What follows belongs to an exercise in optimizing a design on an open flow for a short achievable clock period and few clock cycles; a production flow would make more cautious choices.
The RTL was checked by simulation tests, not by an equivalence proof against the original design.
No driver is modelled on the clock port, so clocking that relies on it looks cheaper here than on a real chip.
No activity file was given, so power comes from the tool's default toggle rates.

===== design/flow/design.v =====
`default_nettype none
package mem_pkg;
  localparam logic [1:0] SIZE_BYTE = 2'b00;
  localparam logic [1:0] SIZE_HALF = 2'b01;
  localparam logic [1:0] SIZE_WORD = 2'b10;
  localparam logic [1:0] SIZE_BAD  = 2'b11;
  localparam int WORD_BYTES = 4;
  function automatic logic is_misaligned(input logic [1:0] size,
                                         input logic [1:0] offset);
    logic bad;
    case (size)
      SIZE_BYTE: bad = 1'b0;
      SIZE_HALF: bad = offset[0];
      SIZE_WORD: bad = (offset != 2'b00);
      default:   bad = 1'b1;
    endcase
    is_misaligned = bad;
  endfunction
endpackage
`default_nettype wire
`default_nettype none
module mem_lane_align
(
  input  logic [1:0]  size,
  input  logic [1:0]  offset,
  input  logic        sign_ext,
  input  logic [31:0] wdata,
  input  logic [31:0] rword,
  output logic [3:0]  byte_en,
  output logic [31:0] wword,
  output logic [31:0] rdata_ext
);
  logic [7:0]  w_byte;
  logic [15:0] w_half;
  always_comb begin
    case (offset)
      2'd0:    w_byte = rword[31:24];
      2'd1:    w_byte = rword[23:16];
      2'd2:    w_byte = rword[15:8];
      default: w_byte = rword[7:0];
    endcase
    w_half    = offset[1] ? rword[15:0] : rword[31:16];
    byte_en   = 4'b0000;
    wword     = wdata;
    rdata_ext = 32'h0000_0000;
    case (size)
      mem_pkg::SIZE_BYTE: begin
        byte_en   = 4'b1000 >> offset;
        wword     = {4{wdata[7:0]}};
        rdata_ext = {{24{sign_ext & w_byte[7]}}, w_byte};
      end
      mem_pkg::SIZE_HALF: begin
        byte_en   = offset[1] ? 4'b0011 : 4'b1100;
        wword     = {2{wdata[15:0]}};
        rdata_ext = {{16{sign_ext & w_half[15]}}, w_half};
      end
      mem_pkg::SIZE_WORD: begin
        byte_en   = 4'b1111;
        wword     = wdata;
        rdata_ext = rword;
      end
      default: begin
        byte_en   = 4'b0000;
      end
    endcase
  end
endmodule
`default_nettype wire
`default_nettype none
module data_memory_ctrl
#(
  parameter int ADDR_WIDTH = 9
) (
  input  logic                  clk,
  input  logic                  rst_n,
  input  logic                  req,
  input  logic                  we,
  input  logic [1:0]            size,
  input  logic                  sign_ext,
  input  logic [ADDR_WIDTH-1:0] addr,
  input  logic [31:0]           wdata,
  output logic                  ready,
  output logic [31:0]           rdata,
  output logic                  err
);
  localparam int DEPTH = 2 ** (ADDR_WIDTH - 2);
  localparam int NQ    = 4;                       
  localparam int QB    = 2;                       
  localparam int QW    = ADDR_WIDTH - 2 - QB;     
  logic [31:0]           r_mem [DEPTH];
  logic                  r_rdy;                   
  logic                  r_retry;                 
  logic                  r_bad;                   
  logic [31:0]           r_cand [NQ];
  logic                  r_pv;
  logic [ADDR_WIDTH-3:0] r_pidx;
  logic [DEPTH-1:0]      r_psel;                  
  logic [3:0]            r_pbe;                   
  logic [31:0]           r_pdata;
  logic                  w_bad;
  logic                  w_store;
  logic [3:0]            w_be;
  logic [31:0]           w_wlane;
  logic                  w_load;
  logic                  w_hit;
  logic [31:0]           w_word_q [NQ];
  logic [31:0]           w_load_q [NQ];
  assign w_bad   = mem_pkg::is_misaligned(size, addr[1:0]);
  assign w_store = req && we && !w_bad;
  assign w_load  = req && !we && !r_rdy;
  assign w_hit   = r_pv && (r_pidx == addr[ADDR_WIDTH-1:2]);
  mem_lane_align u_lane_align (
    .size      (size),
    .offset    (addr[1:0]),
    .sign_ext  (sign_ext),
    .wdata     (wdata),
    .rword     (32'h0000_0000),
    .byte_en   (w_be),
    .wword     (w_wlane),
    .rdata_ext ()
  );
  for (genvar q = 0; q < NQ; q++) begin : g_quarter
    assign w_word_q[q] = r_mem[{QB'(q), addr[2 +: QW]}];
    mem_lane_align u_lane_load (
      .size      (size),
      .offset    (addr[1:0]),
      .sign_ext  (sign_ext),
      .wdata     (32'h0000_0000),
      .rword     (w_word_q[q]),
      .byte_en   (),
      .wword     (),
      .rdata_ext (w_load_q[q])
    );
    always_ff @(posedge clk) begin
      r_cand[q] <= (addr[ADDR_WIDTH-1 -: QB] == QB'(q)) ? w_load_q[q] : 32'h0000_0000;
    end
  end
  always_ff @(posedge clk) begin
    r_bad <= w_bad;
  end
  always_ff @(posedge clk or negedge rst_n) begin
    if (!rst_n) begin
      r_rdy   <= 1'b0;
      r_retry <= 1'b0;
    end else begin
      r_rdy   <= w_load && (r_retry || !w_hit);
      r_retry <= w_load && !r_retry && w_hit;
    end
  end
  always_ff @(posedge clk) begin
    r_pv    <= w_store;
    r_pidx  <= addr[ADDR_WIDTH-1:2];
    r_pbe   <= w_store ? w_be : 4'b0000;
    r_pdata <= w_wlane;
  end
  for (genvar i = 0; i < DEPTH; i++) begin : g_psel
    always_ff @(posedge clk) begin
      r_psel[i] <= (addr[ADDR_WIDTH-1:2] == (ADDR_WIDTH-2)'(i));
    end
  end
  assign ready = r_rdy || (req && we);
  assign err   = w_bad;
  assign rdata = r_bad ? 32'h0000_0000 : (r_cand[0] | r_cand[1] | r_cand[2] | r_cand[3]);
  for (genvar i = 0; i < DEPTH; i++) begin : g_word
    for (genvar l = 0; l < mem_pkg::WORD_BYTES; l++) begin : g_wlane
      always_ff @(posedge clk) begin
        if (r_psel[i] && r_pbe[l]) begin
          r_mem[i][8*l +: 8] <= r_pdata[8*l +: 8];
        end
      end
    end
  end
endmodule
`default_nettype wire

===== design/flow/flow/run.sh =====
#!/bin/bash
# Standard layout, with port buffers from the buf family so the resizer can
# size them, and sizing not held to each cell's footprint.
set -euo pipefail
bash standard.sh MATCH_CELL_FOOTPRINT=0 \
  "BUFFER_PORTS_ARGS=-buffer_cell sky130_fd_sc_hd__buf_4" \
  finish > standard.log 2>&1

===== design/flow/standard.sh =====
#!/bin/bash
# synth_recipe.tcl (not shown) runs the flow's synth.tcl, then flattens the netlist and writes it again
# the make line also repeats each setting of config.mk as NAME=value (left out here)
make -C /OpenROAD-flow-scripts/flow DESIGN_CONFIG=/design/flow/config.mk WORK_HOME=/design/flow/orfs CLKGATE_MAP_FILE= SYNTH_SCRIPT=/design/flow/synth_recipe.tcl "${@:-finish}"

===== design/flow/config.mk =====
export PLATFORM = sky130hd
export DESIGN_NAME = data_memory_ctrl
export DESIGN_NICKNAME = data_memory_ctrl
export VERILOG_FILES = /design/flow/design.v
export SDC_FILE = /design/flow/constraint.sdc
export NUM_CORES = 4
export LEC_CHECK = 0
export CAP_MARGIN = 20
export CORE_MARGIN = 2
export CORE_UTILIZATION = 60
export PLACE_DENSITY = 0.75
export SETUP_SLACK_MARGIN = 3.5
export SLEW_MARGIN = 20

===== design/flow/constraint.sdc =====
create_clock -name core_clock -period 7.0 [get_ports {clk}]
set_input_delay 1.4000 -clock core_clock [delete_from_list [all_inputs] [get_ports {clk}]]
set_output_delay 1.4000 -clock core_clock [all_outputs]
set_load 0.01 [all_outputs]

==> impl_metrics.env, run 1 <==
export IMPL_setup_violations=0
export IMPL_routed_via_density=7.83
export IMPL_die_area_mm2=0.273
export IMPL_rsz0062_at_grt="yes"
export IMPL_layoutNonFillerInstCount=14000
export IMPL_grt_pass1_vias=98700
export IMPL_crit_path_start_kind="flip-flop"
export IMPL_synth_async_reset_ratio=0.000455
export IMPL_syn_area_mm2=0.161
export IMPL_postRouteAntennaNets=0
export IMPL_numCtsBuffers=422
export IMPL_cts_root_buf="clkbuf_16"
export IMPL_core_area_mm2=0.268
export IMPL_worst_path_buf_inv=1
export IMPL_portBuffers=81
export IMPL_cts_sinks=4399
export IMPL_slowest_delay_ns=0.92
export IMPL_slew_violations=0
export IMPL_grt_overflow=0
export IMPL_cp_required_ns=5.60
export IMPL_synthDominantCellAreaShare=0.763
export IMPL_maxCapViolCount=0
export IMPL_drtIter0Drc=26300
export IMPL_wl_um=654000
export IMPL_max_freq_mhz=251
export IMPL_clockBufferDepth=4
export IMPL_clkLatencyLatePin_ns=1.06
export IMPL_crit_path_max_fanout=1
export IMPL_ys_warn_count=9
export IMPL_post_route_drc_count=0
export IMPL_path_class="flip-flop to primary output"
export IMPL_antenna_found_initial=104
export IMPL_avgSynthCellArea_um2=16.9
export IMPL_cts_tree="yes"
export IMPL_cp_cell_sequence="nor4_4 -> nor2_1 -> buf_4"
export IMPL_place_hpwl_um=385000
export IMPL_path_clk_slew_ns=0.06
export IMPL_critical_path_top_delay_family="simple AND/OR/NAND/NOR gates"
export IMPL_ys_flop_type="edfxtp_1"
export IMPL_tightest_slew_ns=1.33
export IMPL_area_delta_synth_final_pct=14.8
export IMPL_min_path_type="primary input to async pin"
export IMPL_outcome="no timing/DRC/antenna violations"
export IMPL_synth_cells=9533
export IMPL_placed_area_mm2=0.167
export IMPL_period_share=0.570
export IMPL_synth_top_area_cell="edfxtp_1"
export IMPL_ios=82
export IMPL_drive_gt1_frac=0.150
export IMPL_setup_tns_ns=0
export IMPL_ir_drop_mv=0.286
export IMPL_power_mw=54.8
export IMPL_grt_pass1_wl_um=849000
export IMPL_whs_ns=0.128
export IMPL_relSlewSlack=0.109
export IMPL_ys_ff_latch=4399
export IMPL_end_kind="primary output"
export IMPL_gp_congestion=1.06
export IMPL_synth_distinct_cells=84
export IMPL_start_util=0.603
export IMPL_num_fill_cells=16600
export IMPL_htree_levels=5
export IMPL_finalNetCount=9951
export IMPL_arrival_ns=2.59
export IMPL_skew_ns=0.105
export IMPL_rows=190
export IMPL_routedWlPerCell_um=46.6
export IMPL_leakage_nw=60.7
export IMPL_synth_nets=9581
export IMPL_crit_slowest_cell="nor4_4"
export IMPL_fp_dieH_um=522
export IMPL_dpl_cell_count=12800
export IMPL_period_minus_slack_ns=3.99
export IMPL_grt_max_degree=129
export IMPL_grt_total_usage=0.465
export IMPL_finalHoldViolations=0
export IMPL_synth_edff_count=4096
export IMPL_stdcell_area_mm2=0.185
export IMPL_die_x_um=522
export IMPL_first_pass_iters=14
export IMPL_ys_top_cells_by_area="edfxtp_1 76%, a22oi_1 7.2%, dfxtp_1 3.7%, and2_1 2.0%, nand2_1 1.3%"
export IMPL_vias=110000
export IMPL_ys_seq_area_frac=0.800
export IMPL_powerDensity_mw_per_mm2=296
-- final cells by class --
| class | count | area [um2] | share of cell area |
|---|---|---|---|
| Tap cell | 3552 | 4440 | 0.0240 |
| Clock inverter | 269 | 2690 | 0.0145 |
| Inverter | 7 | 26.3 | 0.000142 |
| Sequential cell | 4399 | 129000 | 0.698 |
| Clock buffer | 511 | 11000 | 0.0593 |
| Antenna cell | 221 | 553 | 0.00299 |
| Multi-Input combinational cell | 4520 | 31200 | 0.168 |
| Timing Repair Buffer | 553 | 6070 | 0.0328 |
-- stage by stage --
step / setup WS, ns / utilization
2_1_floorplan: 3.26 / -
3_3_place_gp: 0.764 / 0.623
3_5_place_dp: 0.910 / 0.623
4_1_cts: 3.31 / 0.685
5_1_grt: 3.11 / 0.690
6_report: 3.01 / 0.692
-- power by group --
part | total [mW] | internal [mW] | switching (mW) | leakage, nW
Combinational | 2.59 | 0.658 | 1.93 | 15.3
Clock | 22.9 | 12.7 | 10.2 | 6.61
Sequential | 29.3 | 29.0 | 0.341 | 38.8
-- cells in the final DEF, fill, tap and decap left out, types with 63 or more instances in the layout --
cell type / n
clkbuf_1: 84
nor4_1: 69
diode_2: 221
nand2_1: 551
buf_12: 91
and3_1: 114
a21oi_1: 124
clkinv_2: 74
a22o_1: 129
nand4_1: 139
clkbuf_16: 445
buf_4: 383
clkinv_1: 96
a22oi_1: 1522
a221oi_1: 98
and2_1: 518
nand3_1: 300
dfxtp_1: 221
a21o_1: 63
nor2_1: 212
edfxtp_1: 4096
-- kinds of logic (layout without fill, tap and decap cells) --
kind of cell           after synthesis  after routing  synth area share
multiplexers                        31             31           0.00200
XOR/XNOR                             7              7          0.000380
AND/OR/NAND/NOR                   2191           2202            0.0720
buffers and inverters              625           1340            0.0183
AO/OA/AOI/OAI                     2280           2280             0.107
flip-flops                        4399           4399             0.800
other                                0            221                 0
-- cells in the mapped netlist (24+ instances only) --
library cell and number:
and4_1 24, and2_1 518, nand4_1 139, buf_2 229, o22ai_1 27, nand3_1 300, and3_1 116, o21ai_0 66
clkbuf_1 223, or4_1 38, buf_1 116, a21o_1 63, a211oi_1 26, dfxtp_1 301, a221oi_1 101, o32a_1 57
a21oi_1 157, a22oi_1 1540, nand2b_1 34, a2111oi_0 31, nand2_1 552, edfxtp_1 4096, nor2_1 253, nor3_1 26
a222oi_1 29, nor4_1 121, a22o_1 129, buf_6 33
-- path summary, 6_finish.rpt --
check | startpoint | to | slack [ns] | depth (start not counted)
max | r_cand[0][3]$_SDFF_PP0_ | rdata[3] | 3.01 | 3
max reg2reg | r_mem[88][23]$_DFFE_PP_ | r_cand[2][17]$_SDFF_PP0_ | 3.71 | 9
max in group asynchronous | rst_n | r_retry$_DFF_PN0_ | 6.78 | 1
min reg2reg | r_rdy$_DFF_PN0_ | r_rdy$_DFF_PN0_ | 0.48 | 1
min | rst_n | r_rdy$_DFF_PN0_ | 0.13 | 1
min in group core_clock | r_rdy$_DFF_PN0_ | r_rdy$_DFF_PN0_ | 0.48 | 1
-- layer usage --
layer	up-vias	share of wire	track usage
li1	39500	-	-
met1	53600	0.31	0.590
met2	13600	0.41	0.637
met3	3082	0.19	0.213
met4	40	0.089	0.324
met5	-	0.0019	0.0126
-- flip-flops by register name, indices dropped and copies added (netlist names) --
register and cells:
r_bad 1, r_cand 128, r_mem 4096, r_pbe 4, r_pdata 32, r_pidx 7
r_psel 128, r_pv 1, r_rdy 1, r_retry 1
-- worst reg2reg max path: stages (launching register included) --
cell and delay, ns:
edfxtp_1 0.49, and3_1 0.23, o21ai_1 0.49, nand4_1 0.23, nor4_2 0.67, a211oi_4 0.23, nor4_4 0.34, o41ai_4 0.14
buf_6 0.20, a21o_1 0.17
-- what timing repair did --
item	CTS	global route
setup buffers	111	51
resized for setup	279	136
gates cloned	18	17
setup endpoints to repair	160	152
hold buffers	0	0
pin swaps	69	62
Testbench counts, summed over its fixed seeds: cycles 7,536.
==> run 2, diff against run 1 <==
--- a/design/flow/design.v
+++ b/design/flow/design.v
@@ -26,39 +26,47 @@
   input  logic        sign_ext,
+  input  logic        en,
   input  logic [31:0] wdata,
-  input  logic [31:0] rword,
   output logic [3:0]  byte_en,
   output logic [31:0] wword,
-  output logic [31:0] rdata_ext
+  output logic [3:0]  sel_b0,      
+  output logic [3:0]  sel_b1,      
+  output logic        sel_hi,      
+  output logic [3:0]  sgn_b1,      
+  output logic [3:0]  sgn_hi       
 );
-  logic [7:0]  w_byte;
-  logic [15:0] w_half;
+  logic       w_bad;
+  logic [3:0] w_b0, w_b1, w_sb1, w_shi;
+  logic       w_hi;
+  assign w_bad = mem_pkg::is_misaligned(size, offset);
   always_comb begin
-    case (offset)
-      2'd0:    w_byte = rword[31:24];
-      2'd1:    w_byte = rword[23:16];
-      2'd2:    w_byte = rword[15:8];
-      default: w_byte = rword[7:0];
-    endcase
-    w_half    = offset[1] ? rword[15:0] : rword[31:16];
-    byte_en   = 4'b0000;
-    wword     = wdata;
-    rdata_ext = 32'h0000_0000;
+    byte_en = 4'b0000;
+    wword   = wdata;
+    w_b0    = 4'b0000;
+    w_b1    = 4'b0000;
+    w_hi    = 1'b0;
+    w_sb1   = 4'b0000;
+    w_shi   = 4'b0000;
     case (size)
       mem_pkg::SIZE_BYTE: begin
-        byte_en   = 4'b1000 >> offset;
-        wword     = {4{wdata[7:0]}};
-        rdata_ext = {{24{sign_ext & w_byte[7]}}, w_byte};
+        byte_en = 4'b1000 >> offset;
+        wword   = {4{wdata[7:0]}};
+        w_b0    = 4'b1000 >> offset;
+        w_sb1   = sign_ext ? (4'b1000 >> offset) : 4'b0000;
+        w_shi   = sign_ext ? (4'b1000 >> offset) : 4'b0000;
       end
       mem_pkg::SIZE_HALF: begin
-        byte_en   = offset[1] ? 4'b0011 : 4'b1100;
-        wword     = {2{wdata[15:0]}};
-        rdata_ext = {{16{sign_ext & w_half[15]}}, w_half};
+        byte_en = offset[1] ? 4'b0011 : 4'b1100;
+        wword   = {2{wdata[15:0]}};
+        w_b0    = offset[1] ? 4'b0001 : 4'b0100;
+        w_b1    = offset[1] ? 4'b0010 : 4'b1000;
+        w_shi   = sign_ext ? (offset[1] ? 4'b0010 : 4'b1000) : 4'b0000;
       end
       mem_pkg::SIZE_WORD: begin
-        byte_en   = 4'b1111;
-        wword     = wdata;
-        rdata_ext = rword;
+        byte_en = 4'b1111;
+        w_b0    = 4'b0001;
+        w_b1    = 4'b0010;
+        w_hi    = 1'b1;
       end
       default: begin
-        byte_en   = 4'b0000;
+        byte_en = 4'b0000;
       end
@@ -66,2 +74,7 @@
   end
+  assign sel_b0 = (en && !w_bad) ? w_b0  : 4'b0000;
+  assign sel_b1 = (en && !w_bad) ? w_b1  : 4'b0000;
+  assign sel_hi = en && !w_bad && w_hi;
+  assign sgn_b1 = (en && !w_bad) ? w_sb1 : 4'b0000;
+  assign sgn_hi = (en && !w_bad) ? w_shi : 4'b0000;
 endmodule
@@ -92,3 +105,2 @@
   logic                  r_retry;                 
-  logic                  r_bad;                   
   logic [31:0]           r_cand [NQ];
@@ -105,4 +117,2 @@
   logic                  w_hit;
-  logic [31:0]           w_word_q [NQ];
-  logic [31:0]           w_load_q [NQ];
   assign w_bad   = mem_pkg::is_misaligned(size, addr[1:0]);
@@ -115,10 +125,18 @@
     .sign_ext  (sign_ext),
+    .en        (1'b0),
     .wdata     (wdata),
-    .rword     (32'h0000_0000),
     .byte_en   (w_be),
     .wword     (w_wlane),
-    .rdata_ext ()
+    .sel_b0    (),
+    .sel_b1    (),
+    .sel_hi    (),
+    .sgn_b1    (),
+    .sgn_hi    ()
   );
   for (genvar q = 0; q < NQ; q++) begin : g_quarter
-    assign w_word_q[q] = r_mem[{QB'(q), addr[2 +: QW]}];
+    logic [3:0] w_sel_b0, w_sel_b1, w_sgn_b1, w_sgn_hi;
+    logic       w_sel_hi;
+    logic [31:0] w_w;
+    logic [31:0] w_c;
+    assign w_w = r_mem[{QB'(q), addr[2 +: QW]}];
     mem_lane_align u_lane_load (
@@ -127,14 +145,25 @@
       .sign_ext  (sign_ext),
+      .en        (addr[ADDR_WIDTH-1 -: QB] == QB'(q)),
       .wdata     (32'h0000_0000),
-      .rword     (w_word_q[q]),
       .byte_en   (),
       .wword     (),
-      .rdata_ext (w_load_q[q])
+      .sel_b0    (w_sel_b0),
+      .sel_b1    (w_sel_b1),
+      .sel_hi    (w_sel_hi),
+      .sgn_b1    (w_sgn_b1),
+      .sgn_hi    (w_sgn_hi)
     );
+    always_comb begin
+      w_c = 32'h0000_0000;
+      for (int l = 0; l < 4; l++) begin
+        w_c[7:0]   = w_c[7:0]   | ({8{w_sel_b0[l]}} & w_w[8*l +: 8]);
+        w_c[15:8]  = w_c[15:8]  | ({8{w_sel_b1[l]}} & w_w[8*l +: 8])
+                                | ({8{w_sgn_b1[l]}} & {8{w_w[8*l+7]}});
+        w_c[31:16] = w_c[31:16] | ({16{w_sgn_hi[l]}} & {16{w_w[8*l+7]}});
+      end
+      w_c[31:16] = w_c[31:16] | ({16{w_sel_hi}} & w_w[31:16]);
+    end
     always_ff @(posedge clk) begin
-      r_cand[q] <= (addr[ADDR_WIDTH-1 -: QB] == QB'(q)) ? w_load_q[q] : 32'h0000_0000;
-    end
-  end
-  always_ff @(posedge clk) begin
-    r_bad <= w_bad;
+      r_cand[q] <= w_c;
+    end
   end
@@ -162,3 +191,3 @@
   assign err   = w_bad;
-  assign rdata = r_bad ? 32'h0000_0000 : (r_cand[0] | r_cand[1] | r_cand[2] | r_cand[3]);
+  assign rdata = r_cand[0] | r_cand[1] | r_cand[2] | r_cand[3];
   for (genvar i = 0; i < DEPTH; i++) begin : g_word
==> run 2 against run 1 <==
Compared with the run above: non-clock buffer count is 69 lower; still clean; hold slack better by 0.091 ns; global-route usage is 0.17 points higher; register-to-register slack better by 0.32 ns; critical path type is now primary input to flip-flop; sequential cell count is 1 lower; first-iteration DRC count is 3.6% higher; core utilization is 0.50 points lower; routed wire length is 0.64% higher; synthesized cell count is 2.0% higher; cell count is 0.56% lower; critical endpoint is now r_cand[1][5]$_DFF_P_; clock skew is 0.0084 ns lower; largest cell class unchanged.
==> impl_metrics.env, run 2 <==
export IMPL_period_minus_slack_ns=3.79
export IMPL_p_clk_frac=0.415
export IMPL_met1_usage=0.579
export IMPL_tightest_slew_ns=1.31
export IMPL_synth_edff_count=4096
export IMPL_setup_tns_ns=0
export IMPL_gr_usage_met3=0.222
export IMPL_synth_distinct_cells=81
export IMPL_fin_util=0.687
export IMPL_pwr_share_comb=0.046
export IMPL_vias=112000
export IMPL_final_common_cell="edfxtp_1"
export IMPL_slew_violations=0
export IMPL_ys_seq_area_frac=0.795
export IMPL_core_area_mm2=0.270
export IMPL_ys_warn_count=4
export IMPL_min_path_type="primary input to async pin"
export IMPL_finalNetCount=10000
export IMPL_power_mw=54.5
export IMPL_path_clk_slew_ns=0.07
export IMPL_top_register="r_mem"
export IMPL_ys_ff_latch=4398
export IMPL_first_pass_iters=10
export IMPL_die_area_mm2=0.275
export IMPL_synth_most_common_cell="edfxtp_1"
export IMPL_whs_ns=0.219
export IMPL_cts_sinks=4398
export IMPL_syn_area_mm2=0.162
export IMPL_grt_overflow=0
export IMPL_area_delta_synth_final_pct=14.2
export IMPL_post_route_drc_count=0
export IMPL_dpl_cell_count=13000
export IMPL_end_kind="flip-flop"
export IMPL_largest_register_ffs=4096
export IMPL_p_switching_mw=12.4
export IMPL_skew_ns=0.0964
export IMPL_place_hpwl_um=388000
export IMPL_cts_tree="yes"
export IMPL_gp_congestion=1.04
export IMPL_grt_total_usage=0.467
export IMPL_grt_pass1_vias=102000
export IMPL_crit_path_max_fanout=24
export IMPL_clkLatencyLatePin_ns=1.03
export IMPL_synth_nets=9772
export IMPL_final_cell_mix="4096 x edfxtp_1, 1145 x a22oi_1, 780 x nand3_1"
export IMPL_largestRegisters="r_mem (4096), r_cand (128), r_psel (128)"
export IMPL_synth_async_reset_ratio=0.000455
export IMPL_multiInputGateArea_mm2=0.0328
export IMPL_leakage_nw=60.3
export IMPL_ios=82
export IMPL_drtIter0Drc=27200
export IMPL_p_int_mw=42.1
export IMPL_arrival_ns=4.73
export IMPL_clockBufferDepth=4
export IMPL_grt_pass1_wl_um=860000
export IMPL_synthDominantCellAreaShare=0.757
export IMPL_crit_slowest_cell="a31oi_1"
export IMPL_crit_path_start_kind="primary input"
export IMPL_ys_top_cells_by_area="edfxtp_1 76%, a22oi_1 5.3%, dfxtp_1 3.7%, nand3_1 2.4%, and2_1 2.0%"
export IMPL_antenna_found_initial=75
export IMPL_maxCapViolCount=0
export IMPL_fp_dieH_um=524
export IMPL_num_fill_cells=16900
export IMPL_cts_root_buf="clkbuf_16"
export IMPL_powerDensity_mw_per_mm2=294
export IMPL_global_route_usage_met2=0.645
export IMPL_cp_cell_sequence="buf_6 -> inv_2 -> ha_1 -> buf_4 -> a21oi_1 -> nor3_1 -> nand2_1 -> a31oi_1 -> a211o_1"
export IMPL_rows=191
export IMPL_htree_levels=5
export IMPL_layoutNonFillerInstCount=14000
export IMPL_portBuffers=81
export IMPL_relSlewSlack=0.120
export IMPL_numCtsBuffers=421
export IMPL_routed_via_density=8.00
export IMPL_wl_um=659000
export IMPL_avgSynthCellArea_um2=16.7
export IMPL_finalHoldViolations=0
export IMPL_slowest_delay_ns=0.80
export IMPL_outcome="no timing/DRC/antenna violations"
export IMPL_start_util=0.601
export IMPL_setup_violations=0
export IMPL_drive_gt1_frac=0.154
export IMPL_routedWlPerCell_um=47.2
export IMPL_grt_max_degree=141
export IMPL_period_share=0.542
export IMPL_max_freq_mhz=264
export IMPL_synth_cells=9720
export IMPL_path_class="primary input to flip-flop"
export IMPL_synthTopCellsByCount="4096 x edfxtp_1, 1156 x a22oi_1, 792 x nand3_1"
export IMPL_busiest_layer="met2"
export IMPL_die_x_um=524
export IMPL_swShare=0.228
export IMPL_synth_top_area_cell="edfxtp_1"
export IMPL_ir_drop_mv=0.252
export IMPL_regArea_mm2=0.129
export IMPL_ys_flop_type="edfxtp_1"
export IMPL_holdBufCountCts=0
export IMPL_cp_required_ns=7.94
export IMPL_seqPwrFrac=0.539
export IMPL_rsz0062_at_grt="yes"
export IMPL_postRouteAntennaNets=0
run 2: power by group through the flow:
stage | registers [mW] | logic (mW) | clock network (mW)
floorplan | 29.9 | 0.805 | 0
global placement | 29.9 | 2.03 | 0
detailed placement | 29.9 | 2.06 | 0
CTS | 29.4 | 2.21 | 22.3
global route | 29.4 | 2.41 | 23.3
finish | 29.4 | 2.49 | 22.6
run 2: logic make-up after synthesis:
logic type                 after synthesis  share of synthesized area
and+or+nand+nor                       2712                     0.0944
adders and majority gates                4                   0.000308
buffers and inverters                  683                     0.0180
xor gates and xnor gates                 7                   0.000378
muxes                                   45                    0.00290
DFF                                   4398                      0.795
AOI/OAI and AO/OA                     1871                     0.0893
run 2: through the flow:
step | setup slack (ns) | cell area (um2)
after floorplan | 3.37 | 164000
after global placement | 1.24 | 169000
after detailed placement | 1.15 | 169000
after CTS | 3.39 | 184000
after global routing | 3.34 | 185000
final | 3.21 | 185000
run 2: area by class of cell:
class	instances	share of cell area
antenna	69	0.000931
multi-input combinational	4647	0.177
clock inverter	278	0.0134
tap	3570	0.0241
sequential	4398	0.698
timing repair buffer	484	0.0280
inverter	14	0.000358
clock buffer	493	0.0591
run 2: path summary, 6_finish.rpt:
kind	startpoint	end	slack [ns]	cells after the start
min in group core_clock	wdata[5]	r_pdata[5]$_DFF_P_	0.56	1
setup reg to reg	r_pbe[3]$_SDFF_PN0_	r_mem[104][27]$_DFFE_PP_	4.03	2
max in group asynchronous	rst_n	r_rdy$_DFF_PN0_	6.65	1
setup / recovery	size[1]	r_cand[1][5]$_DFF_P_	3.21	9
hold reg to reg	r_pdata[20]$_DFF_P_	r_mem[9][20]$_DFFE_PP_	0.58	0
hold / removal	rst_n	r_retry$_DFF_PN0_	0.22	1
run 2: per-layer routing:
layer / wire (um) / vias up
li1: - / 40100
met4: 60600 / 60
met2: 270000 / 14000
met5: 1540 / -
met3: 128000 / 3394
met1: 198000 / 54100
run 2: worst max-delay path, delay by kind of cell:
| family | cells | cell delay [ns] |
|---|---|---|
| buffers and inverters | 3 | 0.54 |
| AND/OR/NAND/NOR | 2 | 1.43 |
| AO/OA/AOI/OAI | 3 | 1.20 |
| adder cells (fa/ha/maj) | 1 | 0.15 |
run 2: timing repair:
item	in CTS	in global routing
resized for setup	332	123
setup endpoints to repair	161	156
gates cloned	13	8
pin swaps	66	49
buffers inserted	101	23
Testbench counts of run 2, summed over its fixed seeds: cycles 7,536.
==> run 3, diff against run 2 <==
==> design/flow/flow/run.sh (replaced) <==
#!/bin/bash
# Standard layout with these changes: port buffers from the buf family,
# sizing not held to each cell's footprint, and the half and full adder
# cells kept out (added to the platform's don't-use list), so synthesis
# leaves XOR/AND pairs as plain gates for ABC to map for speed.
set -euo pipefail
DONT_USE="sky130_fd_sc_hd__probe_p_8 sky130_fd_sc_hd__probec_p_8 sky130_fd_sc_hd__lpflow_bleeder_1 sky130_fd_sc_hd__lpflow_clkbufkapwr_1 sky130_fd_sc_hd__lpflow_clkbufkapwr_16 sky130_fd_sc_hd__lpflow_clkbufkapwr_2 sky130_fd_sc_hd__lpflow_clkbufkapwr_4 sky130_fd_sc_hd__lpflow_clkbufkapwr_8 sky130_fd_sc_hd__lpflow_clkinvkapwr_1 sky130_fd_sc_hd__lpflow_clkinvkapwr_16 sky130_fd_sc_hd__lpflow_clkinvkapwr_2 sky130_fd_sc_hd__lpflow_clkinvkapwr_4 sky130_fd_sc_hd__lpflow_clkinvkapwr_8 sky130_fd_sc_hd__lpflow_decapkapwr_12 sky130_fd_sc_hd__lpflow_decapkapwr_3 sky130_fd_sc_hd__lpflow_decapkapwr_4 sky130_fd_sc_hd__lpflow_decapkapwr_6 sky130_fd_sc_hd__lpflow_decapkapwr_8 sky130_fd_sc_hd__lpflow_inputiso0n_1 sky130_fd_sc_hd__lpflow_inputiso0p_1 sky130_fd_sc_hd__lpflow_inputiso1n_1 sky130_fd_sc_hd__lpflow_inputiso1p_1 sky130_fd_sc_hd__lpflow_inputisolatch_1 sky130_fd_sc_hd__lpflow_isobufsrc_1 sky130_fd_sc_hd__lpflow_isobufsrc_16 sky130_fd_sc_hd__lpflow_isobufsrc_2 sky130_fd_sc_hd__lpflow_isobufsrc_4 sky130_fd_sc_hd__lpflow_isobufsrc_8 sky130_fd_sc_hd__lpflow_isobufsrckapwr_16 sky130_fd_sc_hd__lpflow_lsbuf_lh_hl_isowell_tap_1 sky130_fd_sc_hd__lpflow_lsbuf_lh_hl_isowell_tap_2 sky130_fd_sc_hd__lpflow_lsbuf_lh_hl_isowell_tap_4 sky130_fd_sc_hd__lpflow_lsbuf_lh_isowell_4 sky130_fd_sc_hd__lpflow_lsbuf_lh_isowell_tap_1 sky130_fd_sc_hd__lpflow_lsbuf_lh_isowell_tap_2 sky130_fd_sc_hd__lpflow_lsbuf_lh_isowell_tap_4"
DONT_USE="$DONT_USE sky130_fd_sc_hd__ha_1 sky130_fd_sc_hd__ha_2 sky130_fd_sc_hd__ha_4"
DONT_USE="$DONT_USE sky130_fd_sc_hd__fa_1 sky130_fd_sc_hd__fa_2 sky130_fd_sc_hd__fa_4"
bash standard.sh MATCH_CELL_FOOTPRINT=0 \
  "BUFFER_PORTS_ARGS=-buffer_cell sky130_fd_sc_hd__buf_4" \
  "DONT_USE_CELLS=$DONT_USE" \
  finish > standard.log 2>&1
--- a/design/flow/config.mk
+++ b/design/flow/config.mk
@@ -9,4 +9,4 @@
 export CORE_MARGIN = 2
-export CORE_UTILIZATION = 60
-export PLACE_DENSITY = 0.75
+export CORE_UTILIZATION = 50
+export PLACE_DENSITY = 0.68
 export SETUP_SLACK_MARGIN = 3.5
==> run 3 against run 2 <==
Compared with the run above: clock skew shrank 0.039 ns; still clean; synthesized cell count grew 0.83%; combinational power grew 4%; count of clock-buffer cells in the layout grew 15.
==> impl_metrics.env, run 3 <==
export IMPL_worst_path_buf_inv=2
export IMPL_area_delta_synth_final_pct=15.3
export IMPL_crit_path_start_kind="primary input"
export IMPL_final_common_cell="edfxtp_1"
export IMPL_grt_pass1_wl_um=872000
export IMPL_synth_edff_count=4096
export IMPL_top_register="r_mem"
export IMPL_min_path_type="primary input to async pin"
export IMPL_start_util=0.502
export IMPL_vias=109000
export IMPL_cp_required_ns=7.93
export IMPL_dp_worst_setup_slack_ns=1.30
export IMPL_holdBufCountCts=0
export IMPL_synthTopCellsByCount="4096 x edfxtp_1, 1243 x a22oi_1, 695 x nand3_1"
export IMPL_tightest_slew_ns=1.29
export IMPL_layoutNonFillerInstCount=14800
export IMPL_slowest_delay_ns=0.68
export IMPL_place_hpwl_um=405000
export IMPL_dpl_cell_count=13800
export IMPL_syn_area_mm2=0.163
export IMPL_powerDensity_mw_per_mm2=293
export IMPL_final_cell_mix="4096 x edfxtp_1, 1234 x a22oi_1, 670 x nand3_1"
export IMPL_cts_root_buf="clkbuf_16"
export IMPL_setup_tns_ns=0
export IMPL_critical_path_top_delay_family="simple AND/OR/NAND/NOR gates"
export IMPL_setup_ws_ns=3.38
export IMPL_portBuffers=81
export IMPL_cp_cell_sequence="buf_16 -> nand3b_4 -> nor2_4 -> buf_4 -> a222oi_1 -> and4_1 -> a2111oi_0 -> a41oi_2 -> nand3_1"
export IMPL_htree_levels=5
export IMPL_postRouteAntennaNets=0
export IMPL_path_clk_slew_ns=0.07
export IMPL_setup_violations=0
export IMPL_first_pass_iters=7
export IMPL_antenna_found_initial=57
export IMPL_rows=209
export IMPL_path_class="primary input to flip-flop"
export IMPL_ir_drop_mv=0.234
export IMPL_largestRegisters="r_mem (4096), r_cand (128), r_psel (128)"
export IMPL_ys_flop_type="edfxtp_1"
export IMPL_placed_area_mm2=0.171
export IMPL_routed_via_density=7.37
export IMPL_leakage_nw=61.8
export IMPL_crit_path_max_fanout=22
export IMPL_ys_warn_count=4
export IMPL_grt_total_usage=0.389
export IMPL_core_area_mm2=0.324
export IMPL_rsz0062_at_grt="yes"
export IMPL_whs_ns=0.178
export IMPL_synth_most_common_cell="edfxtp_1"
export IMPL_period_minus_slack_ns=3.62
export IMPL_ys_ff_latch=4398
export IMPL_fp_dieH_um=575
export IMPL_ios=82
export IMPL_die_x_um=575
export IMPL_end_kind="flip-flop"
export IMPL_fin_util=0.579
export IMPL_arrival_ns=4.55
export IMPL_clkLatencyLatePin_ns=1.02
export IMPL_slew_violations=0
export IMPL_grt_overflow=0
export IMPL_cts_sinks=4398
export IMPL_drtIter0Drc=24600
export IMPL_synth_async_reset_ratio=0.000455
export IMPL_synth_distinct_cells=90
export IMPL_grt_max_degree=98
export IMPL_stdcell_area_mm2=0.188
export IMPL_post_route_drc_count=0
export IMPL_ys_top_cells_by_area="edfxtp_1 75%, a22oi_1 5.7%, dfxtp_1 3.7%, nand3_1 2.1%, and3_1 2.1%"
export IMPL_routedWlPerCell_um=44.8
export IMPL_wl_um=663000
export IMPL_clockBufferDepth=4
export IMPL_outcome="no timing/DRC/antenna violations"
export IMPL_numCtsBuffers=422
export IMPL_crit_slowest_cell="nor2_4"
export IMPL_finalNetCount=10100
export IMPL_synthDominantCellAreaShare=0.755
export IMPL_synth_top_area_cell="edfxtp_1"
export IMPL_finalHoldViolations=0
export IMPL_crit_start="addr[3]"
export IMPL_die_area_mm2=0.330
export IMPL_period_share=0.517
export IMPL_r2r_start="r_mem[58][25]$_DFFE_PP_"
export IMPL_grt_pass1_vias=100000
export IMPL_maxCapViolCount=0
export IMPL_synth_nets=9849
export IMPL_synth_cells=9801
export IMPL_largest_register_ffs=4096
export IMPL_cts_tree="yes"
export IMPL_power_mw=55.1
export IMPL_drive_gt1_frac=0.157
export IMPL_relSlewSlack=0.133
export IMPL_avgSynthCellArea_um2=16.6
export IMPL_ys_seq_area_frac=0.792
export IMPL_gp_congestion=1.05
export IMPL_max_freq_mhz=276
export IMPL_skew_ns=0.0578
run 3: cell types whose count changed after synthesis, sizes merged, moves of 20 or more:
| cell | delta |
|---|---|
| clkbuf | +36 |
| a21oi | +20 |
| mux2i | +28 |
| nor4 | +21 |
| nand3 | -97 |
| a22oi | +88 |
| a221oi | -72 |
| a2111oi | +50 |
| o21ai | -42 |
| a22o | -86 |
| nand2 | +37 |
| nand4 | -48 |
| and3 | +141 |
| buf | -28 |
run 3: report_power, final:
part,switching (mW),internal [mW]
registers,0.310,28.9
logic,1.94,0.649
clock network,10.2,13.0
total,12.5,42.6
run 3: worst paths after layout:
check,slack (ns),endpoint,cells past startpoint
worst max-delay path,3.38,r_cand[0][12]$_DFF_P_,9
worst max register to register,3.85,r_cand[1][9]$_DFF_P_,7
min in group core_clock,0.48,r_rdy$_DFF_PN0_,1
worst min register to register,0.48,r_rdy$_DFF_PN0_,1
max in group asynchronous,6.73,r_retry$_DFF_PN0_,1
worst min-delay path,0.18,r_rdy$_DFF_PN0_,1
run 3: area by class of cell:
class,count,area [um2]
inverter,9,37.5
clock inverter,274,2880
clock buffer,508,11000
antenna,43,108
fill,24000,136000
tap,4325,5410
timing repair buffer,512,5780
multi-input combinational,4727,33400
sequential,4398,129000
run 3: repair_timing:
item / in CTS / in global routing
hold endpoints to repair: 0 / 0
resized for setup: 290 / 97
setup endpoints to repair: 162 / 157
setup buffers: 90 / 36
pin swaps: 66 / 50
cloned: 13 / 11
run 3: worst register-to-register path, cell delays in order (launching register included):
cell and delay (ns):
edfxtp_1 0.39, mux2i_1 0.57, nor2_1 0.34, a2111oi_0 0.67, nand4_1 0.24, nor3_4 0.51, a2bb2oi_1 0.24, nand3_1 0.09
run 3: routing by layer:
| metal | part of all wire | track usage | vias to the layer above |
|---|---|---|---|
| li1 | - | - | 40300 |
| met1 | 0.33 | 0.513 | 54600 |
| met2 | 0.42 | 0.550 | 11800 |
| met3 | 0.18 | 0.159 | 2278 |
| met4 | 0.068 | 0.212 | 36 |
| met5 | 0.00061 | 0 | - |
run 3: cell families (layout without fill, tap and decap cells):
kind of cell,Yosys count,in the layout,synth area share
AOI/OAI and AO/OA,1859,1861,0.0880
xor gates and xnor gates,7,7,0.000376
other,0,43,0
DFF,4398,4398,0.792
muxes,84,84,0.00544
buffers and inverters,686,1303,0.0179
and+or+nand+nor,2767,2775,0.0962
==> run 4, diff against run 3 <==
--- a/design/flow/design.v
+++ b/design/flow/design.v
@@ -106,2 +106,3 @@
   logic [31:0]           r_cand [NQ];
+  logic [NQ-1:0]         r_qsel;                  
   logic                  r_pv;
@@ -145,3 +146,3 @@
       .sign_ext  (sign_ext),
-      .en        (addr[ADDR_WIDTH-1 -: QB] == QB'(q)),
+      .en        (1'b1),
       .wdata     (32'h0000_0000),
@@ -167,2 +168,3 @@
       r_cand[q] <= w_c;
+      r_qsel[q] <= (addr[ADDR_WIDTH-1 -: QB] == QB'(q));
     end
@@ -191,3 +193,8 @@
   assign err   = w_bad;
-  assign rdata = r_cand[0] | r_cand[1] | r_cand[2] | r_cand[3];
+  always_comb begin
+    rdata = 32'h0000_0000;
+    for (int q = 0; q < NQ; q++) begin
+      rdata = rdata | ({32{r_qsel[q]}} & r_cand[q]);
+    end
+  end
   for (genvar i = 0; i < DEPTH; i++) begin : g_word
==> run 4 against run 3 <==
Compared with the run above: non-clock buffer count is 66 higher; sequential cell count is 4 higher; combinational power is 11% higher; sequential power hardly changed; worst setup slack worse by 0.23 ns; sequential share of layout area is 0.28 points lower; via count is 3.5% higher; clock power hardly changed; power is 0.96% higher; first-iteration DRC count is 5.6% higher; register-to-register slack worse by 0.09 ns; critical path type is now flip-flop to primary output; largest power group unchanged.
==> impl_metrics.env, run 4 <==
export IMPL_grt_pass1_wl_um=926000
export IMPL_period_minus_slack_ns=3.85
export IMPL_clkLatencyLatePin_ns=1.04
export IMPL_ys_warn_count=4
export IMPL_crit_slowest_cell="dfxtp_4"
export IMPL_portBuffers=81
export IMPL_powerDensity_mw_per_mm2=295
export IMPL_reg2reg_slack_ns=3.76
export IMPL_path_clk_slew_ns=0.06
export IMPL_synthTopCellsByCount="4096 x edfxtp_1, 1314 x a22oi_1, 529 x nand3_1"
export IMPL_gp_congestion=1.06
export IMPL_finalNetCount=10200
export IMPL_routed_via_density=7.53
export IMPL_final_common_cell="edfxtp_1"
export IMPL_outcome="no timing/DRC/antenna violations"
export IMPL_skew_ns=0.0597
export IMPL_min_path_type="primary input to async pin"
export IMPL_finalHoldViolations=0
export IMPL_top_register="r_mem"
export IMPL_r2r_start="r_mem[9][28]$_DFFE_PP_"
export IMPL_relSlewSlack=0.142
export IMPL_fp_dieH_um=576
export IMPL_rows=209
export IMPL_ys_flop_type="edfxtp_1"
export IMPL_crit_path_max_fanout=7
export IMPL_ys_ff_latch=4402
export IMPL_routedWlPerCell_um=47.7
export IMPL_numCtsBuffers=429
export IMPL_antenna_found_initial=108
export IMPL_synth_distinct_cells=81
export IMPL_largest_register_ffs=4096
export IMPL_start_util=0.503
export IMPL_first_pass_iters=10
export IMPL_synthDominantCellAreaShare=0.752
export IMPL_stdcell_area_mm2=0.189
export IMPL_grt_total_usage=0.419
export IMPL_r2r_cells=7
export IMPL_synth_edff_count=4096
export IMPL_arrival_ns=2.45
export IMPL_synth_most_common_cell="edfxtp_1"
export IMPL_max_freq_mhz=260
export IMPL_ys_top_cells_by_area="edfxtp_1 75%, a22oi_1 6.0%, dfxtp_1 3.7%, and2_1 2.0%, nand3_1 1.6%"
export IMPL_drtIter0Drc=26000
export IMPL_cts_root_buf="clkbuf_16"
export IMPL_die_area_mm2=0.332
export IMPL_multiInputGateArea_mm2=0.0335
export IMPL_period_share=0.550
export IMPL_core_area_mm2=0.325
export IMPL_die_x_um=576
export IMPL_slowest_delay_ns=0.42
export IMPL_placed_area_mm2=0.171
export IMPL_cts_tree="yes"
export IMPL_leakage_nw=61.8
export IMPL_reg2reg_to="r_cand[0][4]$_DFF_P_"
export IMPL_worstSetupEndpoint="rdata[29]"
export IMPL_cp_required_ns=5.60
export IMPL_place_hpwl_um=436000
export IMPL_htree_levels=5
export IMPL_synth_top_area_cell="edfxtp_1"
export IMPL_cp_cell_sequence="buf_12 -> a22oi_2 -> nand2_2 -> buf_6"
export IMPL_clockBufferDepth=4
export IMPL_ys_seq_area_frac=0.790
export IMPL_final_cell_mix="4096 x edfxtp_1, 1263 x a22oi_1, 525 x nand3_1"
export IMPL_synth_cells=9827
export IMPL_wl_um=715000
export IMPL_grt_max_degree=110
export IMPL_grt_pass1_vias=102000
export IMPL_end_kind="primary output"
export IMPL_area_delta_synth_final_pct=15.4
export IMPL_drive_gt1_frac=0.157
export IMPL_num_fill_cells=24100
export IMPL_slew_violations=0
export IMPL_crit_start="r_qsel[1]$_DFF_P_"
export IMPL_path_class="flip-flop to primary output"
export IMPL_fin_util=0.581
export IMPL_maxCapViolCount=0
export IMPL_setup_violations=0
export IMPL_cts_sinks=4402
export IMPL_grt_overflow=0
export IMPL_ir_drop_mv=0.234
export IMPL_setup_tns_ns=0
export IMPL_syn_area_mm2=0.163
export IMPL_whs_ns=0.172
export IMPL_postRouteAntennaNets=0
export IMPL_regArea_mm2=0.129
export IMPL_avgSynthCellArea_um2=16.6
export IMPL_vias=113000
export IMPL_largestRegisters="r_mem (4096), r_cand (128), r_psel (128)"
export IMPL_ios=82
export IMPL_dp_worst_setup_slack_ns=0.935
export IMPL_synth_async_reset_ratio=0.000454
export IMPL_tightest_slew_ns=1.28
export IMPL_setup_ws_ns=3.15
export IMPL_post_route_drc_count=0
export IMPL_synth_nets=9875
export IMPL_crit_path_start_kind="flip-flop"
export IMPL_rsz0062_at_grt="yes"
[run 4: how the worst min path moves through the flow]
stage,endpoint,cells past startpoint
6_report,r_rdy$_DFF_PN0_,1
5_1_grt,r_rdy$_DFF_PN0_,1
4_1_cts,r_rdy$_DFF_PN0_,1
3_5_place_dp,r_rdy$_DFF_PN0_,1
3_3_place_gp,r_retry$_DFF_PN0_,1
2_1_floorplan,r_retry$_DFF_PN0_,1
[run 4: timing repair]
| action | in CTS | in global routing |
|---|---|---|
| hold buffers | 0 | 0 |
| buffers inserted | 116 | 35 |
| pin swaps | 93 | 43 |
| cloned | 17 | 10 |
| endpoints found under the setup margin | 163 | 120 |
| resized for setup | 259 | 112 |
| endpoints found under the hold margin | 0 | 0 |
[run 4: final cells by class]
class	count	area share
clock inverter	260	0.0125
sequential	4402	0.685
tap	4325	0.0287
timing repair buffer	578	0.0328
inverter	13	0.000259
antenna	128	0.00170
clock buffer	539	0.0612
multi-input combinational	4745	0.178
[run 4: cell families after synthesis]
family                 synth area share
AO/OA/AOI/OAI                    0.0927
XOR/XNOR                       0.000482
buffers and inverters            0.0184
flip-flops                        0.790
multiplexers                     0.0113
AND/OR/NAND/NOR                  0.0872
[run 4: worst max-delay path, delay by kind of cell (launching register included)]
kind                   cells  cell delay, ns
AO/OA/AOI/OAI              1            0.37
AND/OR/NAND/NOR            1            0.26
buffers and inverters      2            0.37
flip-flops                 1            0.42
[run 4: per-stage QoR]
| step | total power [mW] | std cells |
|---|---|---|
| 3_3_place_gp | 32.2 | 13900 |
| 6_report | 55.6 | 15000 |
| 2_1_floorplan | 30.8 | 9827 |
| 4_1_cts | 55.0 | 14800 |
| 3_5_place_dp | 32.3 | 13900 |
| 5_1_grt | 56.3 | 14900 |
[run 4: power breakdown]
| part | internal (mW) | switching [mW] | leakage, nW | total, mW |
|---|---|---|---|---|
| registers | 29.0 | 0.431 | 39.0 | 29.4 |
| logic | 0.699 | 2.17 | 16.0 | 2.87 |
| clock network | 13.0 | 10.3 | 6.82 | 23.3 |
| total | 42.7 | 12.9 | 61.8 | 55.6 |
[run 4: metal layers]
metal | GRT usage | up-vias | share of wire
li1 | - | 40600 | -
met1 | 0.515 | 56100 | 0.32
met2 | 0.576 | 13100 | 0.41
met3 | 0.209 | 3105 | 0.19
met4 | 0.289 | 64 | 0.088
met5 | 0.0121 | - | 0.0014
Testbench counts of run 4, summed over its fixed seeds: cycles 7,536.
==> run 5, diff against run 4 <==
--- a/design/flow/design.v
+++ b/design/flow/design.v
@@ -106,3 +106,2 @@
   logic [31:0]           r_cand [NQ];
-  logic [NQ-1:0]         r_qsel;                  
   logic                  r_pv;
@@ -146,3 +145,3 @@
       .sign_ext  (sign_ext),
-      .en        (1'b1),
+      .en        (addr[ADDR_WIDTH-1 -: QB] == QB'(q)),
       .wdata     (32'h0000_0000),
@@ -168,3 +167,2 @@
       r_cand[q] <= w_c;
-      r_qsel[q] <= (addr[ADDR_WIDTH-1 -: QB] == QB'(q));
     end
@@ -193,8 +191,3 @@
   assign err   = w_bad;
-  always_comb begin
-    rdata = 32'h0000_0000;
-    for (int q = 0; q < NQ; q++) begin
-      rdata = rdata | ({32{r_qsel[q]}} & r_cand[q]);
-    end
-  end
+  assign rdata = r_cand[0] | r_cand[1] | r_cand[2] | r_cand[3];
   for (genvar i = 0; i < DEPTH; i++) begin : g_word
--- a/design/flow/flow/run.sh
+++ b/design/flow/flow/run.sh
@@ -4,3 +4,6 @@
 # cells kept out (added to the platform's don't-use list), so synthesis
-# leaves XOR/AND pairs as plain gates for ABC to map for speed.
+# leaves XOR/AND pairs as plain gates for ABC to map for speed; and the
+# repairs in CTS and global routing time the design with wire capacitance
+# scaled up (flow/scale_rc.tcl), since detailed routing adds capacitance
+# the estimates miss.
 set -euo pipefail
@@ -12,2 +15,4 @@
   "DONT_USE_CELLS=$DONT_USE" \
+  PRE_CTS_TCL=$(pwd)/flow/scale_rc.tcl \
+  PRE_GLOBAL_ROUTE_TCL=$(pwd)/flow/scale_rc.tcl \
   finish > standard.log 2>&1
==> design/flow/flow/scale_rc.tcl (new file) <==
# Pessimistic wire capacitance for the repair steps: the platform's layer
# RC with capacitance scaled by rc_scale, clock wires left as they are.
set rc_scale 1.6
set_layer_rc -layer li1 -capacitance [expr {1.499e-04 * $rc_scale}] -resistance 7.176e-02
set_layer_rc -layer met1 -capacitance [expr {1.72375E-04 * $rc_scale}] -resistance 8.929e-04
set_layer_rc -layer met2 -capacitance [expr {1.36233E-04 * $rc_scale}] -resistance 8.929e-04
set_layer_rc -layer met3 -capacitance [expr {2.14962E-04 * $rc_scale}] -resistance 1.567e-04
set_layer_rc -layer met4 -capacitance [expr {1.48128E-04 * $rc_scale}] -resistance 1.567e-04
set_layer_rc -layer met5 -capacitance [expr {1.54087E-04 * $rc_scale}] -resistance 1.781e-05
set_wire_rc -signal -layer met1
set_wire_rc -clock -resistance 1.567e-04 -capacitance 2.14962E-04
==> run 5 against run 4 <==
Compared with the run above: first-iteration DRC count is 3.5% higher; global-route usage is 0.69 points lower; hold slack better by 0.30 ns; register-to-register slack better by 0.41 ns; critical path type unchanged; die area is 0.33% lower; via count is 0.95% higher; critical endpoint is now rdata[25]; count of clock-buffer cells in the layout is 31 lower; synthesized area is 0.33% lower; worst setup slack better by 0.22 ns; maximum frequency is 6.0% higher; final area is 3.3% higher.
==> impl_metrics.env, run 5 <==
export IMPL_outcome="no timing/DRC/antenna violations"
export IMPL_critical_path_top_delay_family="simple AND/OR/NAND/NOR gates"
export IMPL_finalNetCount=10400
export IMPL_swShare=0.230
export IMPL_crit_slowest_cell="or4_4"
export IMPL_core_area_mm2=0.324
export IMPL_rsz0062_at_grt="yes"
export IMPL_cts_sinks=4398
export IMPL_area_delta_synth_final_pct=19.6
export IMPL_leakage_nw=64.7
export IMPL_routed_via_density=7.53
export IMPL_crit_path_start_kind="flip-flop"
export IMPL_max_freq_mhz=275
export IMPL_synth_async_reset_ratio=0.000455
export IMPL_top_register="r_mem"
export IMPL_relSlewSlack=0.349
export IMPL_ir_drop_mv=0.234
export IMPL_worst_path_buf_inv=1
export IMPL_power_mw=55.7
export IMPL_dpl_cell_count=13800
export IMPL_synth_most_common_cell="edfxtp_1"
export IMPL_ys_ff_latch=4398
export IMPL_cp_cell_sequence="or4_4 -> buf_6"
export IMPL_maxCapViolCount=0
export IMPL_ys_flop_type="edfxtp_1"
export IMPL_ys_warn_count=4
export IMPL_skew_ns=0.0515
export IMPL_routedWlPerCell_um=46.7
export IMPL_cp_required_ns=5.60
export IMPL_fp_dieH_um=575
export IMPL_crit_path_max_fanout=1
export IMPL_syn_area_mm2=0.163
export IMPL_path_clk_slew_ns=0.07
export IMPL_ys_top_cells_by_area="edfxtp_1 75%, a22oi_1 5.7%, dfxtp_1 3.7%, nand3_1 2.1%, and3_1 2.1%"
export IMPL_final_cell_mix="4096 x edfxtp_1, 1202 x a22oi_1, 629 x nand3_1"
export IMPL_die_x_um=575
export IMPL_slew_violations=0
export IMPL_synth_cells=9801
export IMPL_finalHoldViolations=0
export IMPL_synth_nets=9849
export IMPL_drive_gt1_frac=0.207
export IMPL_drtIter0Drc=26900
export IMPL_synth_top_area_cell="edfxtp_1"
export IMPL_tightest_slew_ns=0.976
export IMPL_grt_pass1_vias=103000
export IMPL_slowest_delay_ns=0.66
export IMPL_grt_total_usage=0.412
export IMPL_global_route_usage_met2=0.567
export IMPL_p_switching_mw=12.8
export IMPL_grt_pass1_wl_um=916000
export IMPL_clkLatencyLatePin_ns=1.03
export IMPL_p_clk_frac=0.419
export IMPL_final_common_cell="edfxtp_1"
export IMPL_busiest_layer="met2"
export IMPL_start_util=0.502
export IMPL_seqPwrFrac=0.524
export IMPL_avgSynthCellArea_um2=16.6
export IMPL_period_share=0.519
export IMPL_vias=114000
export IMPL_grt_max_degree=98
export IMPL_die_area_mm2=0.330
export IMPL_postRouteAntennaNets=0
export IMPL_post_route_drc_count=0
export IMPL_synth_distinct_cells=90
export IMPL_gr_usage_met3=0.188
export IMPL_layoutNonFillerInstCount=15100
export IMPL_place_hpwl_um=405000
export IMPL_portBuffers=81
export IMPL_powerDensity_mw_per_mm2=286
export IMPL_path_class="flip-flop to primary output"
export IMPL_synthTopCellsByCount="4096 x edfxtp_1, 1243 x a22oi_1, 695 x nand3_1"
export IMPL_antenna_found_initial=89
export IMPL_min_path_type="flip-flop to flip-flop"
export IMPL_first_pass_iters=10
export IMPL_synth_edff_count=4096
export IMPL_rows=209
export IMPL_end_kind="primary output"
export IMPL_arrival_ns=2.23
export IMPL_pwr_share_comb=0.056
export IMPL_ys_seq_area_frac=0.792
export IMPL_gp_congestion=1.05
export IMPL_largest_register_ffs=4096
export IMPL_period_minus_slack_ns=3.63
export IMPL_met1_usage=0.525
export IMPL_cts_tree="yes"
export IMPL_ios=82
export IMPL_wl_um=707000
export IMPL_numCtsBuffers=422
export IMPL_grt_overflow=0
export IMPL_synthDominantCellAreaShare=0.755
export IMPL_setup_violations=0
export IMPL_largestRegisters="r_mem (4096), r_cand (128), r_psel (128)"
export IMPL_p_int_mw=42.9
export IMPL_setup_tns_ns=0
==> run 5: path summary, 6_finish.rpt <==
path	start	to	slack (ns)	cells past startpoint
worst max-delay path	r_cand[3][25]$_DFF_P_	rdata[25]	3.37	2
worst min-delay path	r_rdy$_DFF_PN0_	r_retry$_DFF_PN0_	0.47	1
worst max register to register	r_pbe[0]$_SDFF_PN0_	r_mem[112][0]$_DFFE_PP_	4.17	2
worst min register to register	r_rdy$_DFF_PN0_	r_retry$_DFF_PN0_	0.47	1
max in group asynchronous	rst_n	r_rdy$_DFF_PN0_	6.17	2
min in group asynchronous	rst_n	r_retry$_DFF_PN0_	0.74	2
==> run 5: power by group through the flow <==
stage / logic (mW) / clock network [mW] / registers, mW
4_1_cts: 3.45 / 24.6 / 29.3
2_1_floorplan: 0.837 / 0 / 29.8
3_5_place_dp: 2.15 / 0 / 29.8
5_1_grt: 3.91 / 27.0 / 29.3
3_3_place_gp: 2.11 / 0 / 29.8
6_report: 3.14 / 23.3 / 29.2
==> run 5: timing repair <==
| item | in CTS | in global routing |
|---|---|---|
| pin swaps | 184 | 137 |
| hold endpoints to repair | 0 | 2 |
| setup endpoints to repair | 207 | 139 |
| hold buffers | 0 | 1 |
| resized for setup | 777 | 209 |
| cloned | 71 | 14 |
| buffers inserted | 274 | 59 |
==> run 5: kinds of logic (layout without fill, tap and decap cells) <==
| family | Yosys count | in the layout | synth area share |
|---|---|---|---|
| AND/OR/NAND/NOR | 2767 | 2775 | 0.0962 |
| other | 0 | 103 | 0 |
| multiplexers | 84 | 84 | 0.00544 |
| flip-flops | 4398 | 4398 | 0.792 |
| XOR/XNOR | 7 | 7 | 0.000376 |
| AO/OA/AOI/OAI | 1859 | 1863 | 0.0880 |
| buffers and inverters | 686 | 1586 | 0.0179 |
==> run 5: layout make-up <==
type | count | area [um2]
clock inverters | 274 | 2880
diodes | 103 | 258
multi-input cells | 4729 | 35600
inverters | 9 | 37.5
fillers | 23100 | 129000
well taps | 4325 | 5410
flip-flops and latches | 4398 | 129000
clock buffers | 508 | 11000
repair buffers | 795 | 10300
==> run 5: routing by layer <==
metal,part of all wire,wire length [um],vias up
met2,0.41,289000,13500
met1,0.32,226000,56600
met3,0.19,135000,2884
met4,0.081,57500,40
met5,0.0011,754,-
li1,-,-,41000
==> run 5: through the flow <==
step | worst slack, ns | util | hold WS (ns) | cell area, um2
2_1_floorplan | 3.29 | - | 0.423 | 165000
5_1_grt | 3.11 | 0.600 | 0.350 | 195000
3_3_place_gp | 1.29 | 0.525 | 0.436 | 170000
4_1_cts | 3.20 | 0.593 | 0.141 | 192000
6_report | 3.37 | 0.601 | 0.474 | 195000
3_5_place_dp | 1.30 | 0.526 | 0.460 | 171000
Testbench counts of run 5, summed over its fixed seeds: cycles 7,536.
==> run 6, diff against run 5 <==
--- a/design/flow/flow/scale_rc.tcl
+++ b/design/flow/flow/scale_rc.tcl
@@ -2,3 +2,3 @@
 # RC with capacitance scaled by rc_scale, clock wires left as they are.
-set rc_scale 1.6
+set rc_scale 1.4
 set_layer_rc -layer li1 -capacitance [expr {1.499e-04 * $rc_scale}] -resistance 7.176e-02
==> run 6 against run 5 <==
Compared with the run above: maximum frequency up 0.30%; sequential power barely moved; hold slack worse by 0.30 ns; routed wire length is 3.3% lower; die area is the same; synthesized cell count did not move; largest power group unchanged; highest routed layer unchanged.
==> impl_metrics.env, run 6 <==
export IMPL_start_util=0.502
export IMPL_max_freq_mhz=276
export IMPL_arrival_ns=2.22
export IMPL_synth_most_common_cell="edfxtp_1"
export IMPL_regArea_mm2=0.129
export IMPL_first_pass_iters=7
export IMPL_grt_pass1_wl_um=886000
export IMPL_rows=209
export IMPL_slew_violations=0
export IMPL_largestRegisters="r_mem (4096), r_cand (128), r_psel (128)"
export IMPL_place_hpwl_um=405000
export IMPL_grt_overflow=0
export IMPL_synth_async_reset_ratio=0.000455
export IMPL_synth_cells=9801
export IMPL_placed_area_mm2=0.171
export IMPL_period_minus_slack_ns=3.62
export IMPL_final_cell_mix="4096 x edfxtp_1, 1218 x a22oi_1, 638 x nand3_1"
export IMPL_ir_drop_mv=0.229
export IMPL_cp_cell_sequence="or4_4 -> buf_6"
export IMPL_ys_ff_latch=4398
export IMPL_layoutNonFillerInstCount=15000
export IMPL_period_share=0.517
export IMPL_routedWlPerCell_um=45.6
export IMPL_grt_max_degree=98
export IMPL_synth_nets=9849
export IMPL_postRouteAntennaNets=0
export IMPL_grt_pass1_vias=102000
export IMPL_multiInputGateArea_mm2=0.0344
export IMPL_ys_flop_type="edfxtp_1"
export IMPL_grt_total_usage=0.396
export IMPL_ys_seq_area_frac=0.792
export IMPL_path_class="flip-flop to primary output"
export IMPL_antenna_found_initial=60
export IMPL_numCtsBuffers=422
export IMPL_reg2reg_slack_ns=3.98
export IMPL_rsz0062_at_grt="yes"
export IMPL_avgSynthCellArea_um2=16.6
export IMPL_tightest_slew_ns=1.14
export IMPL_crit_slowest_cell="or4_4"
export IMPL_finalNetCount=10300
export IMPL_stdcell_area_mm2=0.192
export IMPL_relSlewSlack=0.237
export IMPL_crit_path_start_kind="flip-flop"
export IMPL_path_clk_slew_ns=0.07
export IMPL_synth_edff_count=4096
export IMPL_syn_area_mm2=0.163
export IMPL_dpl_cell_count=13800
export IMPL_outcome="no timing/DRC/antenna violations"
export IMPL_ys_top_cells_by_area="edfxtp_1 75%, a22oi_1 5.7%, dfxtp_1 3.7%, nand3_1 2.1%, and3_1 2.1%"
export IMPL_final_common_cell="edfxtp_1"
export IMPL_clkLatencyLatePin_ns=1.03
export IMPL_num_fill_cells=23500
export IMPL_powerDensity_mw_per_mm2=289
export IMPL_wl_um=684000
export IMPL_holdBufCountCts=0
export IMPL_post_route_drc_count=0
export IMPL_die_area_mm2=0.330
export IMPL_top_register="r_mem"
export IMPL_vias=112000
export IMPL_portBuffers=81
export IMPL_drtIter0Drc=26200
export IMPL_core_area_mm2=0.324
export IMPL_area_delta_synth_final_pct=17.6
export IMPL_finalHoldViolations=0
export IMPL_power_mw=55.4
export IMPL_slowest_delay_ns=0.65
export IMPL_gp_congestion=1.05
export IMPL_crit_path_max_fanout=1
export IMPL_largest_register_ffs=4096
export IMPL_synth_distinct_cells=90
export IMPL_end_kind="primary output"
export IMPL_ys_warn_count=4
export IMPL_setup_violations=0
export IMPL_setup_tns_ns=0
export IMPL_skew_ns=0.0495
export IMPL_drive_gt1_frac=0.185
export IMPL_maxCapViolCount=0
export IMPL_cp_required_ns=5.60
export IMPL_routed_via_density=7.45
export IMPL_die_x_um=575
export IMPL_synth_top_area_cell="edfxtp_1"
export IMPL_ios=82
export IMPL_cts_tree="yes"
export IMPL_synthTopCellsByCount="4096 x edfxtp_1, 1243 x a22oi_1, 695 x nand3_1"
export IMPL_fp_dieH_um=575
export IMPL_min_path_type="primary input to async pin"
export IMPL_synthDominantCellAreaShare=0.755
export IMPL_cts_sinks=4398
export IMPL_leakage_nw=63.4
-- run 6: cell counts after synthesis --
Identical to the previous run, type by type.
-- run 6: worst paths after layout --
path,depth (start not counted),endpoint,from
max,2,rdata[25],r_cand[0][25]$_DFF_P_
min,1,r_rdy$_DFF_PN0_,rst_n
max reg2reg,8,r_cand[3][9]$_DFF_P_,r_mem[105][7]$_DFFE_PP_
min reg2reg,1,r_rdy$_DFF_PN0_,r_rdy$_DFF_PN0_
max in group asynchronous,1,r_retry$_DFF_PN0_,rst_n
min in group core_clock,1,r_rdy$_DFF_PN0_,r_rdy$_DFF_PN0_
-- run 6: area by class of cell --
| type | instances | area share |
|---|---|---|
| inverter | 9 | 0.000196 |
| clock buffer | 508 | 0.0575 |
| timing repair buffer | 676 | 0.0434 |
| multi-input combinational | 4728 | 0.180 |
| sequential | 4398 | 0.675 |
| clock inverter | 274 | 0.0150 |
| tap | 4325 | 0.0282 |
| antenna | 83 | 0.00108 |
-- run 6: timing repair --
| action | in CTS | in global routing |
|---|---|---|
| buffers inserted | 185 | 67 |
| gates cloned | 34 | 19 |
| setup endpoints to repair | 170 | 156 |
| gates resized for setup | 534 | 172 |
| pin swaps | 117 | 94 |
-- run 6: cell families (layout without fill, tap and decap cells) --
family | after synthesis | count (layout) | share of synthesized area
other | 0 | 83 | 0
flip-flops | 4398 | 4398 | 0.792
multiplexers | 84 | 84 | 0.00544
AND/OR/NAND/NOR | 2767 | 2774 | 0.0962
AO/OA/AOI/OAI | 1859 | 1863 | 0.0880
XOR/XNOR | 7 | 7 | 0.000376
buffers and inverters | 686 | 1467 | 0.0179
-- run 6: stage by stage --
| stage | util | hold slack, ns | worst slack, ns |
|---|---|---|---|
| after floorplan | - | 0.423 | 3.29 |
| after global placement | 0.525 | 0.436 | 1.29 |
| after detailed placement | 0.526 | 0.460 | 1.30 |
| after CTS | 0.583 | 0.143 | 3.30 |
| after global routing | 0.590 | 0.0548 | 3.25 |
| final | 0.591 | 0.169 | 3.38 |
-- run 6: worst max-delay path: cells and delay by family, from the launching register on --
family        cells  cell delay (ns)
flops             1             0.38
simple gates      1             0.65
buf+inv           1             0.17
-- run 6: layer usage --
| metal | global-route usage | up-vias | routed length [um] |
|---|---|---|---|
| li1 | - | 40800 | - |
| met1 | 0.516 | 55800 | 224000 |
| met2 | 0.555 | 12600 | 283000 |
| met5 | 0.00459 | - | 219 |
| met3 | 0.168 | 2565 | 126000 |
| met4 | 0.228 | 26 | 50700 |
-- run 6: report_power, final --
| group | internal, mW | leakage (nW) | total, mW | switching [mW] |
|---|---|---|---|---|
| clock | 13.0 | 6.74 | 23.3 | 10.3 |
| sequential | 28.9 | 39.0 | 29.2 | 0.286 |
| combinational | 0.792 | 17.6 | 2.89 | 2.10 |
| total | 42.7 | 63.4 | 55.4 | 12.6 |

==> separate check: timing with driven ports <==
No port has a modelled driver above. Below, the same layouts with a new extraction and two added sets of constraints.
Step 1 (the two cells are an assumption about what drives the block):
set clk [get_ports {clk}]
set_driving_cell -lib_cell sky130_fd_sc_hd__clkbuf_16 $clk
set_driving_cell -lib_cell sky130_fd_sc_hd__buf_2 [delete_from_list [all_inputs] $clk]
Step 2 also shifts input and output timing later by t, the mid clock arrival at the registers, as if the neighbouring blocks saw the same clock.
a / b / c = ideal / step 1 / step 2; a / b = the first two.
| run | t (ns) | setup WS [ns] | hold slack, ns | worst setup path at the end | latest minus earliest clock arrival (ns) |
|---|---|---|---|---|---|
| run 1 | 1.099 | 3.008 / 2.916 / 1.961 | 0.128 / 0.094 / 0.482 | input to register | 0.106 / 0.106 |
| run 2 | 1.077 | 3.208 / 3.030 / 1.954 | 0.219 / 0.144 / 0.584 | input to register | 0.117 / 0.117 |
| run 3 | 1.103 | 3.380 / 3.127 / 2.130 | 0.178 / 0.103 / 0.477 | input to register | 0.062 / 0.062 |
| run 4 | 1.130 | 3.150 / 2.958 / 1.828 | 0.172 / 0.084 / 0.457 | input to register | 0.064 / 0.064 |
| run 5 | 1.125 | 3.367 / 3.102 / 2.150 | 0.474 / 0.430 / 0.474 | input to register | 0.059 / 0.058 |
| run 6 | 1.117 | 3.378 / 3.128 / 2.137 | 0.169 / 0.089 / 0.469 | input to register | 0.054 / 0.053 |
After both steps every run listed still meets setup and hold. For run 4, which loses most, drivers alone change the setup slack by -0.192 ns; drivers and shift together by -1.322 ns.
